This design comes from an exercise in tuning for small area and a short achievable clock period on the open sky130 flow, not from production work.
Only simulation tests tie the RTL to the original design; equivalence was not proved.
No activity file was given, so power comes from the tool's default toggle rates.

==> 12-07 <==
Design mem_responder, start of the top module:
module mem_responder #(
    parameter int          DEPTH      = 64,
    parameter logic [31:0] ADDR_BASE  = 32'h0000_0000,
    parameter int          RD_LATENCY = 2,
    parameter int          WR_LATENCY = 1
) (
    input  logic           clk,
    input  logic           reset,
    input  logic           MemReq,
    input  logic           MemWrite,
    input  logic [31:0]    Adr,
    input  logic [31:0]    WriteData,
    output logic [31:0]    ReadData,
    output logic           Ready,
    output logic           Err
);
==> module mem_array, before the edit <==
module mem_array #(
    parameter int DEPTH = 64
) (
    input  logic             clk,
    input  logic [DEPTH-1:0] i_we,
    input  logic [DEPTH-1:0] i_rsel,
    input  logic [31:0]      i_wdata,
    output logic [31:0]      o_rdata
);
    localparam int HALF = DEPTH / 2;
    logic [31:0] r_mem [DEPTH];
    logic [31:0] r_lo;
    logic [31:0] r_hi;
    logic [31:0] w_lo;
    logic [31:0] w_hi;
    always_ff @(posedge clk) begin
        for (int k = 0; k < DEPTH; k++)
            if (i_we[k]) r_mem[k] <= i_wdata;
    end
    always_comb begin
        w_lo = '0;
        w_hi = '0;
        for (int k = 0; k < HALF; k++) begin
            w_lo = w_lo | (r_mem[k]        & {32{i_rsel[k]}});
            w_hi = w_hi | (r_mem[k + HALF] & {32{i_rsel[k + HALF]}});
        end
    end
    always_ff @(posedge clk) begin
        r_lo <= w_lo;
        r_hi <= w_hi;
    end
    assign o_rdata = r_lo | r_hi;
endmodule
==> module mem_responder, before the edit <==
module mem_responder #(
    parameter int          DEPTH      = 64,
    parameter logic [31:0] ADDR_BASE  = 32'h0000_0000,
    parameter int          RD_LATENCY = 2,
    parameter int          WR_LATENCY = 1
) (
    input  logic           clk,
    input  logic           reset,
    input  logic           MemReq,
    input  logic           MemWrite,
    input  logic [31:0]    Adr,
    input  logic [31:0]    WriteData,
    output logic [31:0]    ReadData,
    output logic           Ready,
    output logic           Err
);
    localparam int          AW   = mem_pkg::mem_log2(DEPTH);
    localparam logic [31:0] SPAN = 32'(4 * DEPTH);
    logic             r_b1;
    logic             r_b0;
    logic             r_ready;
    logic             r_err;
    logic             r_write;
    logic             r_fault;
    logic             r_wcommit;
    logic [DEPTH-1:0] w_we;
    logic [DEPTH-1:0] r_sel;
    logic [31:0]      r_wdata;
    logic [31:0]      r_rdata;
    logic             w_idle;
    logic             w_accept;
    logic [31:0]      w_offset;
    logic             w_fault;
    logic [AW-1:0]    w_idx;
    logic [31:0]      w_ram_rdata;
    assign w_idle   = !r_b1 && !r_b0 && !r_ready;
    assign w_accept = w_idle && MemReq;
    assign w_offset = Adr - ADDR_BASE;
    assign w_fault  = (w_offset[1:0] != 2'b00) || (w_offset >= SPAN);
    assign w_idx    = w_offset[AW+1:2];
    assign w_we = r_sel & {DEPTH{r_wcommit}};
    mem_array #(
        .DEPTH (DEPTH)
    ) u_mem (
        .clk     (clk),
        .i_we    (w_we),
        .i_rsel  (r_sel),
        .i_wdata (r_wdata),
        .o_rdata (w_ram_rdata)
    );
    always_ff @(posedge clk) begin
        if (w_idle) begin
            r_wdata <= WriteData;
            for (int k = 0; k < DEPTH; k++)
                r_sel[k] <= (w_idx == AW'(k)) && !w_fault;
            r_fault <= w_fault;
            r_write <= MemWrite;
        end
    end
    always_ff @(posedge clk) begin
        if (!reset) begin
            r_b1    <= 1'b0;
            r_b0    <= 1'b0;
            r_ready <= 1'b0;
            r_err   <= 1'b0;
            r_wcommit <= 1'b0;
        end else begin
            r_b1    <= w_accept && !MemWrite;
            r_b0    <= r_b1 || (w_accept && MemWrite);
            r_ready <= r_b0;
            r_err   <= r_b0 && r_fault;
            r_wcommit <= r_b0 && r_write;
        end
    end
    always_ff @(posedge clk) begin
        if (!reset)
            r_rdata <= mem_pkg::FAULT_RDATA;
        else if (r_b0 && !r_write)
            r_rdata <= w_ram_rdata;
    end
    assign ReadData = r_rdata;
    assign Ready    = r_ready;
    assign Err      = r_err;
endmodule
clock: 5.0 ns
lec_check: 0
cap_margin: 20
core_margin: 2
core_utilization: 76
cts_cluster_diameter: 100
cts_cluster_size: 25
setup_slack_margin: 2.9
slew_margin: 20
run.sh (not shown) runs the stock make flow with config.mk's settings and CLKGATE_MAP_FILE= SYNTH_SCRIPT=/design/flow/synth_recipe.tcl, a recipe that flattens the netlist after the stock synthesis.
==> 11-03: changes against 12-07 <==
--- a/flow/design.v
+++ b/flow/design.v
@@ -14,4 +14,5 @@
     input  logic             clk,
     input  logic [DEPTH-1:0] i_we,
+    input  logic [DEPTH-1:0] i_hold,
     input  logic [DEPTH-1:0] i_rsel,
     input  logic [31:0]      i_wdata,
@@ -26,5 +27,5 @@
     always_ff @(posedge clk) begin
         for (int k = 0; k < DEPTH; k++)
-            if (i_we[k]) r_mem[k] <= i_wdata;
+            r_mem[k] <= (i_wdata & {32{i_we[k]}}) | (r_mem[k] & {32{i_hold[k]}});
     end
     always_comb begin
@@ -66,6 +67,7 @@
     logic             r_write;
     logic             r_fault;
-    logic             r_wcommit;
-    logic [DEPTH-1:0] w_we;
+    logic [DEPTH-1:0] r_we;
+    logic [DEPTH-1:0] r_hold;
+    logic             r_rdfire;
     logic [DEPTH-1:0] r_sel;
     logic [31:0]      r_wdata;
@@ -82,10 +84,10 @@
     assign w_fault  = (w_offset[1:0] != 2'b00) || (w_offset >= SPAN);
     assign w_idx    = w_offset[AW+1:2];
-    assign w_we = r_sel & {DEPTH{r_wcommit}};
     mem_array #(
         .DEPTH (DEPTH)
     ) u_mem (
         .clk     (clk),
-        .i_we    (w_we),
+        .i_we    (r_we),
+        .i_hold  (r_hold),
         .i_rsel  (r_sel),
         .i_wdata (r_wdata),
@@ -93,8 +95,10 @@
     );
     always_ff @(posedge clk) begin
+        for (int k = 0; k < DEPTH; k++)
+            r_sel[k] <= (w_idx == AW'(k)) && !w_fault;
+    end
+    always_ff @(posedge clk) begin
         if (w_idle) begin
             r_wdata <= WriteData;
-            for (int k = 0; k < DEPTH; k++)
-                r_sel[k] <= (w_idx == AW'(k)) && !w_fault;
             r_fault <= w_fault;
             r_write <= MemWrite;
@@ -107,5 +111,7 @@
             r_ready <= 1'b0;
             r_err   <= 1'b0;
-            r_wcommit <= 1'b0;
+            r_we    <= '0;
+            r_hold  <= '1;
+            r_rdfire <= 1'b0;
         end else begin
             r_b1    <= w_accept && !MemWrite;
@@ -113,5 +119,7 @@
             r_ready <= r_b0;
             r_err   <= r_b0 && r_fault;
-            r_wcommit <= r_b0 && r_write;
+            r_we    <= r_sel & {DEPTH{r_b0 && r_write}};
+            r_hold  <= ~(r_sel & {DEPTH{r_b0 && r_write}});
+            r_rdfire <= r_b1;
         end
     end
@@ -119,5 +127,5 @@
         if (!reset)
             r_rdata <= mem_pkg::FAULT_RDATA;
-        else if (r_b0 && !r_write)
+        else if (r_rdfire)
             r_rdata <= w_ram_rdata;
     end
==> flow/flow/run.sh (new file) <==
#!/bin/bash
set -euo pipefail
export BUFFER_PORTS_ARGS="-buffer_cell sky130_fd_sc_hd__buf_2"
export CTS_ARGS="-sink_clustering_enable -repair_clock_nets -sink_clustering_size 25 -sink_clustering_max_diameter 100 -dont_use_dummy_load"
bash standard.sh > standard.log 2>&1
==> flow/standard.sh (new file) <==
#!/bin/bash
# synth_recipe.tcl (not shown) runs the flow's synth.tcl, then flattens the netlist and writes it again
# the make line also repeats each setting of config.mk as NAME=value (left out here)
make -C /OpenROAD-flow-scripts/flow DESIGN_CONFIG=/design/flow/config.mk WORK_HOME=/design/flow/orfs CLKGATE_MAP_FILE= SYNTH_SCRIPT=/design/flow/synth_recipe.tcl "${@:-finish}"
--- a/flow/config.mk
+++ b/flow/config.mk
@@ -8,5 +8,5 @@
 export CAP_MARGIN = 20
 export CORE_MARGIN = 2
-export CORE_UTILIZATION = 76
+export CORE_UTILIZATION = 70
 export CTS_CLUSTER_DIAMETER = 100
 export CTS_CLUSTER_SIZE = 25
removed: flow/run.sh
==> notes.md <==
status=timing/DRC/antenna clean; FF-to-FF path depth=3; Top FF cell, synth=edfxtp_1; Power Clock=9.32 mW; Num CTS Buffers=99; met2 wire length=108,000 um
That was 12-07.
==> notes.md <==
status=timing/DRC/antenna clean; FF-to-FF path depth=4; Num CTS Buffers=104; met2 wire length=131,000 um; Top FF cell, synth=dfxtp_1; Power Clock=9.57 mW; Critical Path End=ReadData[16]; Placed Cells=7,936; Total Wirelength=341,000 um; Reg-to-Reg Start=r_sel[32]$_DFF_P_
That was 11-03.

## afterwards: timing with drivers on the ports
How much do the figures lean on ideal ports? The routed layouts below were timed once more, with nothing changed but the port constraints. Step 1 (the two cells are an assumption about what drives the block):
set clk [get_ports {clk}]
set_driving_cell -lib_cell sky130_fd_sc_hd__clkbuf_16 $clk
set_driving_cell -lib_cell sky130_fd_sc_hd__buf_2 [delete_from_list [all_inputs] $clk]
Step 2 adds t to the input delays and takes it off the output delays; t is the mean of the earliest and latest rising clock arrival at the registers after step 1. Input paths then give back, and output paths get back, about the clock's delay inside the block. a / b / c = ideal ports / drivers / drivers and shift; a / b = the first two.
run | shift t [ns] | setup slack, ns | worst setup path at the end | latest minus earliest clock arrival (ns) | worst register clock-pin slew, ns
12-07 | 0.797 | 2.681 / 2.681 / 2.103 | input to register | 0.040 / 0.039 | 0.10 / 0.10
11-03 | 0.824 | 2.674 / 2.593 / 2.037 | input to register | 0.031 / 0.031 | 0.11 / 0.11
After both steps every run listed still meets setup and hold. For 11-03, which loses most, drivers alone change the setup slack by -0.081 ns; drivers and shift together by -0.637 ns.
